Background: an optimization exercise with open tools, aiming at small area, a short achievable clock period and few clock cycles per item. Do not read the settings as production practice. At most, simulation tests tie the RTL to the original design; equivalence was not proved.

==> inputs of fjord <==
## yuv2rgb_top
module yuv2rgb_top #(
	parameter int img_width = 320,
	parameter int img_height = 240
) (
	input logic CLOCK_50_I,
	input logic Resetn,
	input logic start,
	input logic [15:0] read_data,
	output logic [15:0] write_data,
	output logic [17:0] address,
	output logic write_en_n,
	output logic done
);
export LEC_CHECK = 0
export CAP_MARGIN = 20
export CORE_MARGIN = 2
export CORE_UTILIZATION = 40
export SLEW_MARGIN = 20
create_clock -name core_clock -period 11.0 [get_ports {CLOCK_50_I}]
run.sh (not shown) runs the stock make flow with config.mk's settings and CLKGATE_MAP_FILE= SYNTH_SCRIPT=/design/flow/synth_recipe.tcl, a recipe that flattens the netlist after the stock synthesis.
==> inputs of sierra, as changes to fjord <==
--- a/flow/design.v
+++ b/flow/design.v
@@ -25,18 +25,18 @@
 	logic wr_ok;
 	logic [16:0] rgb;
 	logic finish;
 	logic wr_ok_n;
 	logic wr_issue;
 	logic [15:0] cidx_sum;
 	logic [17:0] c_addr;
-	assign finish = active && (ph == 4'd2) && (ycnt == y_end);
-	assign wr_ok_n = wr_ok || ((ph == 4'd2) && (col == 7'd0));
-	assign wr_issue = active && !finish && wr_ok_n && ((ph == 4'd0) || (ph == 4'd1)
-		|| (ph == 4'd2) || (ph == 4'd4) || (ph == 4'd5) || (ph == 4'd6));
+	assign finish = active && (ph == 4'd3) && (ycnt == y_end);
+	assign wr_ok_n = wr_ok || ((ph == 4'd3) && (col == 7'd0));
+	assign wr_issue = active && !finish && wr_ok_n && ((ph == 4'd9) || (ph == 4'd0)
+		|| (ph == 4'd2) || (ph == 4'd3) || (ph == 4'd5) || (ph == 4'd6));
 	assign cidx_sum = ycnt + 16'd3;
 	assign c_addr = ((ph == 4'd8) ? v_base : u_base) + {3'd0, cidx_sum[15:1]};
 	always_ff @(posedge CLOCK_50_I or negedge Resetn) begin
 		if (!Resetn) begin
 			active <= 1'b0;
 			ph <= 4'd7;
 			done <= 1'b0;
@@ -63,82 +63,78 @@
 		if (!active || finish) begin
 			ycnt <= 16'hfffd;
 			col <= col_idle;
 			wr_ok <= 1'b0;
 			rgb <= rgb_first;
 		end else begin
 			wr_ok <= wr_ok_n;
-			if ((ph == 4'd9) || (ph == 4'd3)) begin
+			if ((ph == 4'd1) || (ph == 4'd4)) begin
 				ycnt <= ycnt + 16'd1;
 			end
 			if (ph == 4'd7) begin
 				col <= (col == 7'(macros_per_row - 1)) ? 7'd0 : col + 7'd1;
 			end
 			if (wr_issue) begin
 				rgb <= rgb + 17'd1;
 			end
 		end
 		case (ph)
-			4'd9, 4'd3: address <= {2'd0, ycnt};
+			4'd1, 4'd4: address <= {2'd0, ycnt};
 			4'd7, 4'd8: address <= c_addr;
 			default: address <= {1'b1, rgb};
 		endcase
 	end
-	logic [7:0] uw [0:6];
-	logic [7:0] vw [0:6];
-	logic fir_v;
+	logic [7:0] cw [0:11];
+	logic [7:0] us, vs;
 	logic l_lo;
 	logic cl_l0, cl_l1, cl_r7, cl_r8, cl_r9;
 	always_ff @(posedge CLOCK_50_I) begin
-		if ((ph == 4'd0) || (ph == 4'd4)) begin
-			for (int k = 0; k < 5; k++) begin
-				uw[k] <= uw[k + 1];
-			end
-			uw[5] <= (ph == 4'd0) ? read_data[15:8] : uw[6];
-			if (ph == 4'd0) begin
-				uw[6] <= read_data[7:0];
+		if ((ph == 4'd0) || (ph == 4'd1) || (ph == 4'd5) || (ph == 4'd6)) begin
+			for (int k = 0; k < 11; k++) begin
+				cw[k] <= cw[k + 1];
 			end
+			case (ph)
+				4'd5: cw[11] <= us;
+				4'd6: cw[11] <= vs;
+				default: cw[11] <= read_data[15:8];
+			endcase
 		end
-		if ((ph == 4'd1) || (ph == 4'd5)) begin
-			for (int k = 0; k < 5; k++) begin
-				vw[k] <= vw[k + 1];
-			end
-			vw[5] <= (ph == 4'd1) ? read_data[15:8] : vw[6];
-			if (ph == 4'd1) begin
-				vw[6] <= read_data[7:0];
-			end
+		if (ph == 4'd0) begin
+			us <= read_data[7:0];
+		end
+		if (ph == 4'd1) begin
+			vs <= read_data[7:0];
 		end
-		fir_v <= (ph == 4'd0) || (ph == 4'd4);
-		l_lo <= (ph == 4'd1) || (ph == 4'd5);
+		l_lo <= (ph == 4'd1) || (ph == 4'd6);
 		if (ph == 4'd9) begin
 			cl_l0 <= (col == 7'd0);
 			cl_l1 <= 1'b0;
 			cl_r7 <= 1'b0;
 			cl_r8 <= (col == 7'(macros_per_row - 1));
 			cl_r9 <= 1'b0;
 		end
-		if (ph == 4'd3) begin
+		if (ph == 4'd4) begin
 			cl_l0 <= 1'b0;
 			cl_l1 <= (col == 7'd0);
 			cl_r7 <= (col == 7'(macros_per_row - 2));
 			cl_r8 <= 1'b0;
 			cl_r9 <= (col == 7'(macros_per_row - 1));
 		end
 	end
 	logic [7:0] e0, e1, e2, e3, e4, e5;
 	logic [7:0] t0, t1, t3, t4, t5;
 	logic [8:0] tap_a, tap_b, tap_c;
 	logic [16:0] f_ra, f_rb, f_sum;
 	logic [8:0] fir_out;
-	assign e0 = fir_v ? vw[0] : uw[0];
-	assign e1 = fir_v ? vw[1] : uw[1];
-	assign e2 = fir_v ? vw[2] : uw[2];
-	assign e3 = fir_v ? vw[3] : uw[3];
-	assign e4 = fir_v ? vw[4] : uw[4];
-	assign e5 = fir_v ? vw[5] : uw[5];
+	assign e0 = cw[0];
+	assign e1 = cw[2];
+	assign e2 = cw[4];
+	assign e3 = cw[6];
+	assign e4 = cw[8];
+	assign e5 = cw[10];
 	assign t0 = cl_l0 ? e2 : (cl_l1 ? e1 : e0);
 	assign t1 = cl_l0 ? e2 : e1;
 	assign t3 = cl_r9 ? e2 : e3;
 	assign t4 = cl_r9 ? e2 : (cl_r8 ? e3 : e4);
 	assign t5 = cl_r9 ? e2 : (cl_r8 ? e3 : (cl_r7 ? e4 : e5));
 	always_ff @(posedge CLOCK_50_I) begin
 		tap_a <= {1'b0, t0} + {1'b0, t5};
@@ -284,17 +280,19 @@
 	assign fir_out = f_sum[16:8];
 	logic [15:0] yreg;
 	logic [7:0] l_in;
 	logic [25:0] l_ra, l_rb;
 	logic [25:0] l_reg;
 	logic [8:0] pu, pv;
 	logic [26:0] sr_ra, sr_rb, sg_ra, sg_rb, sb_ra, sb_rb;
-	logic [26:0] sum_r, sum_g, sum_b;
-	logic [10:0] s_r, s_g, s_b;
-	logic [7:0] cr, cg, cb;
+	logic [16:0] lo_r, lo_g, lo_b;
+	logic [10:0] mr_a, mr_b, mg_a, mg_b, mb_a, mb_b;
+	logic mr_c, mg_c, mb_c;
+	logic [11:0] hr, hg, hb;
+	logic [7:0] pix_r, pix_g, pix_b;
 	logic [7:0] save_b;
 	function automatic logic [7:0] clip8(input logic [10:0] s);
 		if (s[10]) begin
 			clip8 = 8'd0;
 		end else if (s[9:8] != 2'd0) begin
 			clip8 = 8'd255;
 		end else begin
@@ -784,43 +782,52 @@
 	assign hb_c121 = hb_c115 & hb_s118;
 	assign hb_s122 = ~(~l_reg[25] ^ ~pu[8]);
 	assign hb_c123 = ~l_reg[25] | ~pu[8];
 	assign hb_s124 = hb_c119 ^ hb_s122;
 	assign hb_c125 = hb_c119 & hb_s122;
 	assign sb_ra = {hb_c123, hb_c121, hb_c117, hb_c113, hb_c109, hb_c105, hb_c101, hb_c97, hb_c93, hb_c89, hb_c85, hb_c81, hb_c75, hb_c69, hb_c61, hb_c53, hb_c45, hb_s42, hb_c29, hb_s26, hb_c19, hb_c15, hb_c11, hb_c7, hb_s4, hb_c1, 1'b1};
 	assign sb_rb = {hb_c125, hb_s124, hb_s120, hb_s116, hb_s112, hb_s108, hb_s104, hb_s100, hb_s96, hb_s92, hb_s88, hb_s84, hb_s80, hb_s74, hb_s68, hb_s60, hb_s52, hb_s44, hb_s36, hb_s28, hb_s22, hb_s18, hb_s14, hb_s10, hb_s6, hb_s2, hb_s0};
-	assign sum_r = sr_ra + sr_rb;
-	assign sum_g = sg_ra + sg_rb;
-	assign sum_b = sb_ra + sb_rb;
-	assign cr = clip8(s_r);
-	assign cg = clip8(s_g);
-	assign cb = clip8(s_b);
+	assign lo_r = {1'b0, sr_ra[15:0]} + {1'b0, sr_rb[15:0]};
+	assign lo_g = {1'b0, sg_ra[15:0]} + {1'b0, sg_rb[15:0]};
+	assign lo_b = {1'b0, sb_ra[15:0]} + {1'b0, sb_rb[15:0]};
+	assign hr = {mr_a, 1'b1} + {mr_b, mr_c};
+	assign hg = {mg_a, 1'b1} + {mg_b, mg_c};
+	assign hb = {mb_a, 1'b1} + {mb_b, mb_c};
 	always_ff @(posedge CLOCK_50_I) begin
-		if ((ph == 4'd2) || (ph == 4'd6)) begin
+		if ((ph == 4'd4) || (ph == 4'd7)) begin
 			yreg <= read_data;
 		end
 		l_reg <= l_ra + l_rb;
-		if ((ph == 4'd0) || (ph == 4'd4)) begin
-			pu <= {~uw[2][7], ~uw[2][7], uw[2][6:0]};
-			pv <= {~vw[2][7], ~vw[2][7], vw[2][6:0]};
+		if ((ph == 4'd0) || (ph == 4'd5)) begin
+			pu <= {~cw[4][7], ~cw[4][7], cw[4][6:0]};
+			pv <= {~cw[5][7], ~cw[5][7], cw[5][6:0]};
 		end
-		if ((ph == 4'd1) || (ph == 4'd5)) begin
+		if ((ph == 4'd1) || (ph == 4'd6)) begin
 			pu <= fir_out;
 		end
-		if ((ph == 4'd2) || (ph == 4'd6)) begin
+		if ((ph == 4'd2) || (ph == 4'd7)) begin
 			pv <= fir_out;
 		end
-		if ((ph == 4'd1) || (ph == 4'd3) || (ph == 4'd5) || (ph == 4'd7)) begin
-			s_r <= sum_r[26:16];
-			s_g <= sum_g[26:16];
-			s_b <= sum_b[26:16];
+		mr_a <= sr_ra[26:16];
+		mr_b <= sr_rb[26:16];
+		mr_c <= lo_r[16];
+		mg_a <= sg_ra[26:16];
+		mg_b <= sg_rb[26:16];
+		mg_c <= lo_g[16];
+		mb_a <= sb_ra[26:16];
+		mb_b <= sb_rb[26:16];
+		mb_c <= lo_b[16];
+		if ((ph == 4'd2) || (ph == 4'd4) || (ph == 4'd7) || (ph == 4'd9)) begin
+			pix_r <= clip8(hr[11:1]);
+			pix_g <= clip8(hg[11:1]);
+			pix_b <= clip8(hb[11:1]);
 		end
-		if ((ph == 4'd2) || (ph == 4'd6)) begin
-			save_b <= cb;
+		if ((ph == 4'd4) || (ph == 4'd9)) begin
+			save_b <= pix_b;
 		end
 		case (ph)
-			4'd2, 4'd6: write_data <= {cr, cg};
-			4'd0, 4'd4: write_data <= {save_b, cr};
-			default: write_data <= {cg, cb};
+			4'd9, 4'd3: write_data <= {pix_r, pix_g};
+			4'd0, 4'd5: write_data <= {save_b, pix_r};
+			default: write_data <= {pix_g, pix_b};
 		endcase
 	end
 endmodule
==> inputs of lagoon, as changes to fjord <==
--- a/flow/design.v
+++ b/flow/design.v
@@ -25,18 +25,18 @@
 	logic wr_ok;
 	logic [16:0] rgb;
 	logic finish;
 	logic wr_ok_n;
 	logic wr_issue;
 	logic [15:0] cidx_sum;
 	logic [17:0] c_addr;
-	assign finish = active && (ph == 4'd2) && (ycnt == y_end);
-	assign wr_ok_n = wr_ok || ((ph == 4'd2) && (col == 7'd0));
-	assign wr_issue = active && !finish && wr_ok_n && ((ph == 4'd0) || (ph == 4'd1)
-		|| (ph == 4'd2) || (ph == 4'd4) || (ph == 4'd5) || (ph == 4'd6));
+	assign finish = active && (ph == 4'd3) && (ycnt == y_end);
+	assign wr_ok_n = wr_ok || ((ph == 4'd3) && (col == 7'd0));
+	assign wr_issue = active && !finish && wr_ok_n && ((ph == 4'd9) || (ph == 4'd0)
+		|| (ph == 4'd2) || (ph == 4'd3) || (ph == 4'd5) || (ph == 4'd6));
 	assign cidx_sum = ycnt + 16'd3;
 	assign c_addr = ((ph == 4'd8) ? v_base : u_base) + {3'd0, cidx_sum[15:1]};
 	always_ff @(posedge CLOCK_50_I or negedge Resetn) begin
 		if (!Resetn) begin
 			active <= 1'b0;
 			ph <= 4'd7;
 			done <= 1'b0;
@@ -63,64 +63,64 @@
 		if (!active || finish) begin
 			ycnt <= 16'hfffd;
 			col <= col_idle;
 			wr_ok <= 1'b0;
 			rgb <= rgb_first;
 		end else begin
 			wr_ok <= wr_ok_n;
-			if ((ph == 4'd9) || (ph == 4'd3)) begin
+			if ((ph == 4'd1) || (ph == 4'd4)) begin
 				ycnt <= ycnt + 16'd1;
 			end
 			if (ph == 4'd7) begin
 				col <= (col == 7'(macros_per_row - 1)) ? 7'd0 : col + 7'd1;
 			end
 			if (wr_issue) begin
 				rgb <= rgb + 17'd1;
 			end
 		end
 		case (ph)
-			4'd9, 4'd3: address <= {2'd0, ycnt};
+			4'd1, 4'd4: address <= {2'd0, ycnt};
 			4'd7, 4'd8: address <= c_addr;
 			default: address <= {1'b1, rgb};
 		endcase
 	end
 	logic [7:0] uw [0:6];
 	logic [7:0] vw [0:6];
 	logic fir_v;
 	logic l_lo;
 	logic cl_l0, cl_l1, cl_r7, cl_r8, cl_r9;
 	always_ff @(posedge CLOCK_50_I) begin
-		if ((ph == 4'd0) || (ph == 4'd4)) begin
+		if ((ph == 4'd0) || (ph == 4'd5)) begin
 			for (int k = 0; k < 5; k++) begin
 				uw[k] <= uw[k + 1];
 			end
 			uw[5] <= (ph == 4'd0) ? read_data[15:8] : uw[6];
 			if (ph == 4'd0) begin
 				uw[6] <= read_data[7:0];
 			end
 		end
-		if ((ph == 4'd1) || (ph == 4'd5)) begin
+		if ((ph == 4'd1) || (ph == 4'd6)) begin
 			for (int k = 0; k < 5; k++) begin
 				vw[k] <= vw[k + 1];
 			end
 			vw[5] <= (ph == 4'd1) ? read_data[15:8] : vw[6];
 			if (ph == 4'd1) begin
 				vw[6] <= read_data[7:0];
 			end
 		end
-		fir_v <= (ph == 4'd0) || (ph == 4'd4);
-		l_lo <= (ph == 4'd1) || (ph == 4'd5);
+		fir_v <= (ph == 4'd0) || (ph == 4'd5);
+		l_lo <= (ph == 4'd1) || (ph == 4'd6);
 		if (ph == 4'd9) begin
 			cl_l0 <= (col == 7'd0);
 			cl_l1 <= 1'b0;
 			cl_r7 <= 1'b0;
 			cl_r8 <= (col == 7'(macros_per_row - 1));
 			cl_r9 <= 1'b0;
 		end
-		if (ph == 4'd3) begin
+		if (ph == 4'd4) begin
 			cl_l0 <= 1'b0;
 			cl_l1 <= (col == 7'd0);
 			cl_r7 <= (col == 7'(macros_per_row - 2));
 			cl_r8 <= 1'b0;
 			cl_r9 <= (col == 7'(macros_per_row - 1));
 		end
 	end
@@ -284,17 +284,19 @@
 	assign fir_out = f_sum[16:8];
 	logic [15:0] yreg;
 	logic [7:0] l_in;
 	logic [25:0] l_ra, l_rb;
 	logic [25:0] l_reg;
 	logic [8:0] pu, pv;
 	logic [26:0] sr_ra, sr_rb, sg_ra, sg_rb, sb_ra, sb_rb;
-	logic [26:0] sum_r, sum_g, sum_b;
-	logic [10:0] s_r, s_g, s_b;
-	logic [7:0] cr, cg, cb;
+	logic [16:0] lo_r, lo_g, lo_b;
+	logic [10:0] mr_a, mr_b, mg_a, mg_b, mb_a, mb_b;
+	logic mr_c, mg_c, mb_c;
+	logic [11:0] hr, hg, hb;
+	logic [7:0] pix_r, pix_g, pix_b;
 	logic [7:0] save_b;
 	function automatic logic [7:0] clip8(input logic [10:0] s);
 		if (s[10]) begin
 			clip8 = 8'd0;
 		end else if (s[9:8] != 2'd0) begin
 			clip8 = 8'd255;
 		end else begin
@@ -784,43 +786,52 @@
 	assign hb_c121 = hb_c115 & hb_s118;
 	assign hb_s122 = ~(~l_reg[25] ^ ~pu[8]);
 	assign hb_c123 = ~l_reg[25] | ~pu[8];
 	assign hb_s124 = hb_c119 ^ hb_s122;
 	assign hb_c125 = hb_c119 & hb_s122;
 	assign sb_ra = {hb_c123, hb_c121, hb_c117, hb_c113, hb_c109, hb_c105, hb_c101, hb_c97, hb_c93, hb_c89, hb_c85, hb_c81, hb_c75, hb_c69, hb_c61, hb_c53, hb_c45, hb_s42, hb_c29, hb_s26, hb_c19, hb_c15, hb_c11, hb_c7, hb_s4, hb_c1, 1'b1};
 	assign sb_rb = {hb_c125, hb_s124, hb_s120, hb_s116, hb_s112, hb_s108, hb_s104, hb_s100, hb_s96, hb_s92, hb_s88, hb_s84, hb_s80, hb_s74, hb_s68, hb_s60, hb_s52, hb_s44, hb_s36, hb_s28, hb_s22, hb_s18, hb_s14, hb_s10, hb_s6, hb_s2, hb_s0};
-	assign sum_r = sr_ra + sr_rb;
-	assign sum_g = sg_ra + sg_rb;
-	assign sum_b = sb_ra + sb_rb;
-	assign cr = clip8(s_r);
-	assign cg = clip8(s_g);
-	assign cb = clip8(s_b);
+	assign lo_r = {1'b0, sr_ra[15:0]} + {1'b0, sr_rb[15:0]};
+	assign lo_g = {1'b0, sg_ra[15:0]} + {1'b0, sg_rb[15:0]};
+	assign lo_b = {1'b0, sb_ra[15:0]} + {1'b0, sb_rb[15:0]};
+	assign hr = {mr_a, 1'b1} + {mr_b, mr_c};
+	assign hg = {mg_a, 1'b1} + {mg_b, mg_c};
+	assign hb = {mb_a, 1'b1} + {mb_b, mb_c};
 	always_ff @(posedge CLOCK_50_I) begin
-		if ((ph == 4'd2) || (ph == 4'd6)) begin
+		if ((ph == 4'd4) || (ph == 4'd7)) begin
 			yreg <= read_data;
 		end
 		l_reg <= l_ra + l_rb;
-		if ((ph == 4'd0) || (ph == 4'd4)) begin
+		if ((ph == 4'd0) || (ph == 4'd5)) begin
 			pu <= {~uw[2][7], ~uw[2][7], uw[2][6:0]};
 			pv <= {~vw[2][7], ~vw[2][7], vw[2][6:0]};
 		end
-		if ((ph == 4'd1) || (ph == 4'd5)) begin
+		if ((ph == 4'd1) || (ph == 4'd6)) begin
 			pu <= fir_out;
 		end
-		if ((ph == 4'd2) || (ph == 4'd6)) begin
+		if ((ph == 4'd2) || (ph == 4'd7)) begin
 			pv <= fir_out;
 		end
-		if ((ph == 4'd1) || (ph == 4'd3) || (ph == 4'd5) || (ph == 4'd7)) begin
-			s_r <= sum_r[26:16];
-			s_g <= sum_g[26:16];
-			s_b <= sum_b[26:16];
+		mr_a <= sr_ra[26:16];
+		mr_b <= sr_rb[26:16];
+		mr_c <= lo_r[16];
+		mg_a <= sg_ra[26:16];
+		mg_b <= sg_rb[26:16];
+		mg_c <= lo_g[16];
+		mb_a <= sb_ra[26:16];
+		mb_b <= sb_rb[26:16];
+		mb_c <= lo_b[16];
+		if ((ph == 4'd2) || (ph == 4'd4) || (ph == 4'd7) || (ph == 4'd9)) begin
+			pix_r <= clip8(hr[11:1]);
+			pix_g <= clip8(hg[11:1]);
+			pix_b <= clip8(hb[11:1]);
 		end
-		if ((ph == 4'd2) || (ph == 4'd6)) begin
-			save_b <= cb;
+		if ((ph == 4'd4) || (ph == 4'd9)) begin
+			save_b <= pix_b;
 		end
 		case (ph)
-			4'd2, 4'd6: write_data <= {cr, cg};
-			4'd0, 4'd4: write_data <= {save_b, cr};
-			default: write_data <= {cg, cb};
+			4'd9, 4'd3: write_data <= {pix_r, pix_g};
+			4'd0, 4'd5: write_data <= {save_b, pix_r};
+			default: write_data <= {pix_g, pix_b};
 		endcase
 	end
 endmodule
==> summary.md <==
| Metric | Value |
|---|---|
| Outcome | `complete, no violations` |
| RR Startpoint | `pv[6]` |
| Combined flip-flop and latch cell area | `8490 sq um` |
| Post-synthesis compound-gate area fraction | `0.0927` |
| Hold Startpoint | `uw[3][4]` |
| Chip Width | `247 microns` |
| Simple logic cell fraction of the synthesized area | `0.0908` |
# the run above: fjord

==> summary.md <==
| Metric | Value |
|---|---|
| Cell repeated most along the worst path | `sky130_fd_sc_hd__fa_1` |
| Combined flip-flop and latch cell area | `9540 sq um` |
| Hold Startpoint | `cw[1][1]` |
| Post-synthesis compound-gate area fraction | `0.0987` |
| Proportion of synthesized flip-flops having asynchronous set or reset | `0.0182` |
| RR Startpoint | `tap_b[1]` |
| Outcome | `complete, no violations` |
# the run above: sierra

==> summary.md <==
| Metric | Value |
|---|---|
| Actual slew at the worst max-slew pin | `1020 ps` |
| Simple logic cell fraction of the synthesized area | `0.0883` |
| Hold Startpoint | `vw[3][1]` |
| Outcome | `complete, no violations` |
| Combined flip-flop and latch cell area | `9560 sq um` |
| Number of buffers inserted for hold repair after clock tree synthesis | `0` |
| RR Startpoint | `l_lo` |
| Post-synthesis compound-gate area fraction | `0.105` |
# the run above: lagoon

Testbench counts of fjord, summed over its fixed seeds: cycles 1,152,156, frames 6.
No functional check of the RTL was part of sierra and lagoon.

-- separate check: timing with driven ports --
The results above use ideal ports. As a check the final layouts listed here were re-extracted and re-timed, cells and wires unchanged. Step 1, drivers: a clkbuf_16 drives CLOCK_50_I and a buf_2 each remaining input, both assumed. Step 2 times the ports against the registers' clock, not the clock port: input delays grow and output delays shrink by t, the midpoint of the rising clock arrivals with the driver on. Three values: no drivers, after step 1, after step 2; two values: the first two.
run	shift t [ns]	setup WS [ns]	worst setup path at the end	slew at the worst register clock pin (ns)	cell pins on the clock port's net
fjord	0.623	5.659 / 5.659 / 5.659	register to register	0.06 / 0.06	1
sierra	0.625	6.303 / 6.303 / 6.303	register to register	0.06 / 0.06	1
lagoon	0.632	6.354 / 6.354 / 6.354	register to register	0.06 / 0.06	1
After both steps every run listed still meets setup and hold.
